Source: an optimization exercise on an open RTL-to-GDS flow (aim: small area and a short achievable clock period). Production flows keep margins and buffers that such runs may drop.
Only simulation tests tie the RTL to the original design; equivalence was not proved.
Power figures rest on the tool's default switching activity, not on a simulated workload.

Design psum_accumulator, start of the top module:
module psum_accumulator #(
  parameter int T_D_SIZE = 37,
  parameter int O_D_SIZE = 16,
  parameter int F_WIDTH  = 5,
  parameter int LINE_LEN = 32
) (
  input  logic                       clk,
  input  logic                       rst,
  input  logic                       clk_en,
  input  logic [T_D_SIZE-1:0]        psum_i,
  input  logic                       psum_valid_i,
  output logic                       psum_ready_o,
  input  logic [T_D_SIZE-1:0]        bias_i,
  input  logic [4:0]                 shift_i,
  output logic [O_D_SIZE-1:0]        out_data_o,
  output logic                       out_valid_o,
  input  logic                       out_ready_i,
  output logic [$clog2(F_WIDTH)-1:0] pass_o,
  output logic                       row_done_o
);
Size: roughly 3000 cells after synthesis, ~110 I/O pins, about 46000 sq um of cells after synthesis.
==> flow/config.mk <==
export PLATFORM = sky130hd
export DESIGN_NAME = psum_accumulator
export DESIGN_NICKNAME = psum_accumulator
export VERILOG_FILES = /design/flow/design.v
export SDC_FILE = /design/flow/constraint.sdc
export NUM_CORES = 4
export LEC_CHECK = 0
export ABC_AREA = 1
export CAP_MARGIN = 20
export CORE_MARGIN = 2
export CORE_UTILIZATION = 55
export SETUP_SLACK_MARGIN = 4.85
export SLEW_MARGIN = 20
export BUFFER_PORTS_ARGS = -buffer_cell sky130_fd_sc_hd__buf_2
export CTS_ARGS = -sink_clustering_enable -repair_clock_nets -sink_clustering_size 18 -sink_clustering_max_diameter 70 -buf_list sky130_fd_sc_hd__clkbuf_8 -dont_use_dummy_load
==> flow/constraint.sdc <==
create_clock -name core_clock -period 9.0 [get_ports {clk}]
set_input_delay 1.8000 -clock core_clock [delete_from_list [all_inputs] [get_ports {clk}]]
set_output_delay 1.8000 -clock core_clock [all_outputs]
set_load 0.01 [all_outputs]
standard.sh (not shown) runs the stock make flow with config.mk's settings and CLKGATE_MAP_FILE= SYNTH_SCRIPT=/design/flow/synth_recipe.tcl, a recipe that flattens the netlist after the stock synthesis.
==> flow/flow/run.sh <==
#!/bin/bash
# Standard ORFS layout with three changes to how it is made:
#  - port buffers use a plain buffer cell (flow/extra.mk) instead of the
#    flow's default pick, a slow delay cell;
#  - the clock tree uses clkbuf_8 sink clusters of up to 18 flip-flops and no
#    dummy loads (flow/extra.mk);
#  - synthesis leaves full and half adders to ABC as plain logic instead of
#    mapping them to the slow sky130 fa/ha cells (ADDER_MAP_FILE empty).
#    Registers are untouched: this only changes the combinational mapping.
set -euo pipefail
cat flow/extra.mk >> config.mk
bash standard.sh ADDER_MAP_FILE= finish > standard.log 2>&1
==> flow/flow/extra.mk <==
export BUFFER_PORTS_ARGS = -buffer_cell sky130_fd_sc_hd__buf_2
export CTS_ARGS = -sink_clustering_enable -repair_clock_nets -sink_clustering_size 18 -sink_clustering_max_diameter 70 -buf_list sky130_fd_sc_hd__clkbuf_8 -dont_use_dummy_load
Next try:
SETUP_SLACK_MARGIN = 5   (was 4.85)
Result:
- The new run went through all stages and came out clean
- clock-buffer cell count stays the same
- final area is about the same
- utilization rose by 0.16 points
Next try:
==> flow/flow/run.sh (replaced) <==
#!/bin/bash
# Standard ORFS layout, with port buffers built from a plain buffer cell
# instead of the flow's default pick (a slow delay cell).
set -euo pipefail
cat flow/extra.mk >> config.mk
bash standard.sh > standard.log 2>&1
==> flow/flow/extra.mk (replaced) <==
export BUFFER_PORTS_ARGS = -buffer_cell sky130_fd_sc_hd__buf_2
export CTS_ARGS = -sink_clustering_enable -repair_clock_nets -sink_clustering_size 16 -sink_clustering_max_diameter 36 -buf_list {sky130_fd_sc_hd__clkbuf_4 sky130_fd_sc_hd__clkbuf_8} -dont_use_dummy_load
CTS_ARGS = -sink_clustering_enable -repair_clock_nets -sink_clustering_size 16 -sink_clustering_max_diameter 36 -buf_list {sky130_fd_sc_hd__clkbuf_4 sky130_fd_sc_hd__clkbuf_8} -dont_use_dummy_load   (was -sink_clustering_enable -repair_clock_nets -sink_clustering_size 18 -sink_clustering_max_diameter 70 -buf_list sky130_fd_sc_hd__clkbuf_8 -dont_use_dummy_load)
Result: The new run ran to the end with no violations; power increases by 15%; sequential power hardly moves; via count decreases by 4.3%; global-route usage rose by 0.65 points; setup slack got worse by 0.020 ns; clock-buffer cell count increases by 70; final cell count goes down by 5.2%; design area increases by 3.3%; flip-flop and latch count is unchanged; synthesized area goes down by 1.2%; clock skew rose by 0.0039 ns.
Next try:
==> flow/flow/extra.mk (replaced) <==
export BUFFER_PORTS_ARGS = -buffer_cell sky130_fd_sc_hd__buf_2
export CTS_ARGS = -sink_clustering_enable -repair_clock_nets -sink_clustering_size 20 -sink_clustering_max_diameter 40 -buf_list sky130_fd_sc_hd__clkbuf_8 -dont_use_dummy_load
export SETUP_SLACK_MARGIN = 5.6
CTS_ARGS = -sink_clustering_enable -repair_clock_nets -sink_clustering_size 20 -sink_clustering_max_diameter 40 -buf_list sky130_fd_sc_hd__clkbuf_8 -dont_use_dummy_load   (was -sink_clustering_enable -repair_clock_nets -sink_clustering_size 16 -sink_clustering_max_diameter 36 -buf_list {sky130_fd_sc_hd__clkbuf_4 sky130_fd_sc_hd__clkbuf_8} -dont_use_dummy_load)
SETUP_SLACK_MARGIN = 5.6   (was 5)
Setup slack loses 0.033 ns.
Die area stays the same.
Routed wire length is higher by about 5%.
Maximum frequency went down by about 0.8%.
Cell count increases by 1.8%.

==> static timing again, ports no longer ideal <==
How much do the figures lean on ideal ports? The routed layouts below were timed once more, with nothing changed but the port constraints. Step 1 (the two cells are an assumption about what drives the block):
set clk [get_ports {clk}]
set_driving_cell -lib_cell sky130_fd_sc_hd__clkbuf_16 $clk
set_driving_cell -lib_cell sky130_fd_sc_hd__buf_2 [delete_from_list [all_inputs] $clk]
Step 2 times the ports against the registers' clock, not the clock port: input delays grow and output delays shrink by t, the midpoint of the rising clock arrivals with the driver on. Slacks: ideal ports / drivers / drivers and shift; pairs: ideal ports / drivers.
run	shift t [ns]	setup WS [ns]	latest minus earliest clock arrival (ns)
the first run	0.747	4.900 / 4.879 / 4.354	0.120 / 0.120
the second run	0.743	4.969 / 4.931 / 4.401	0.116 / 0.116
the third run	0.836	4.949 / 4.910 / 4.279	0.102 / 0.102
the fourth run	0.814	4.916 / 4.850 / 4.228	0.134 / 0.134
After both steps setup and hold are still met in every run listed. For the fourth run, which loses most, drivers alone change the setup slack by -0.066 ns; drivers and shift together by -0.688 ns.
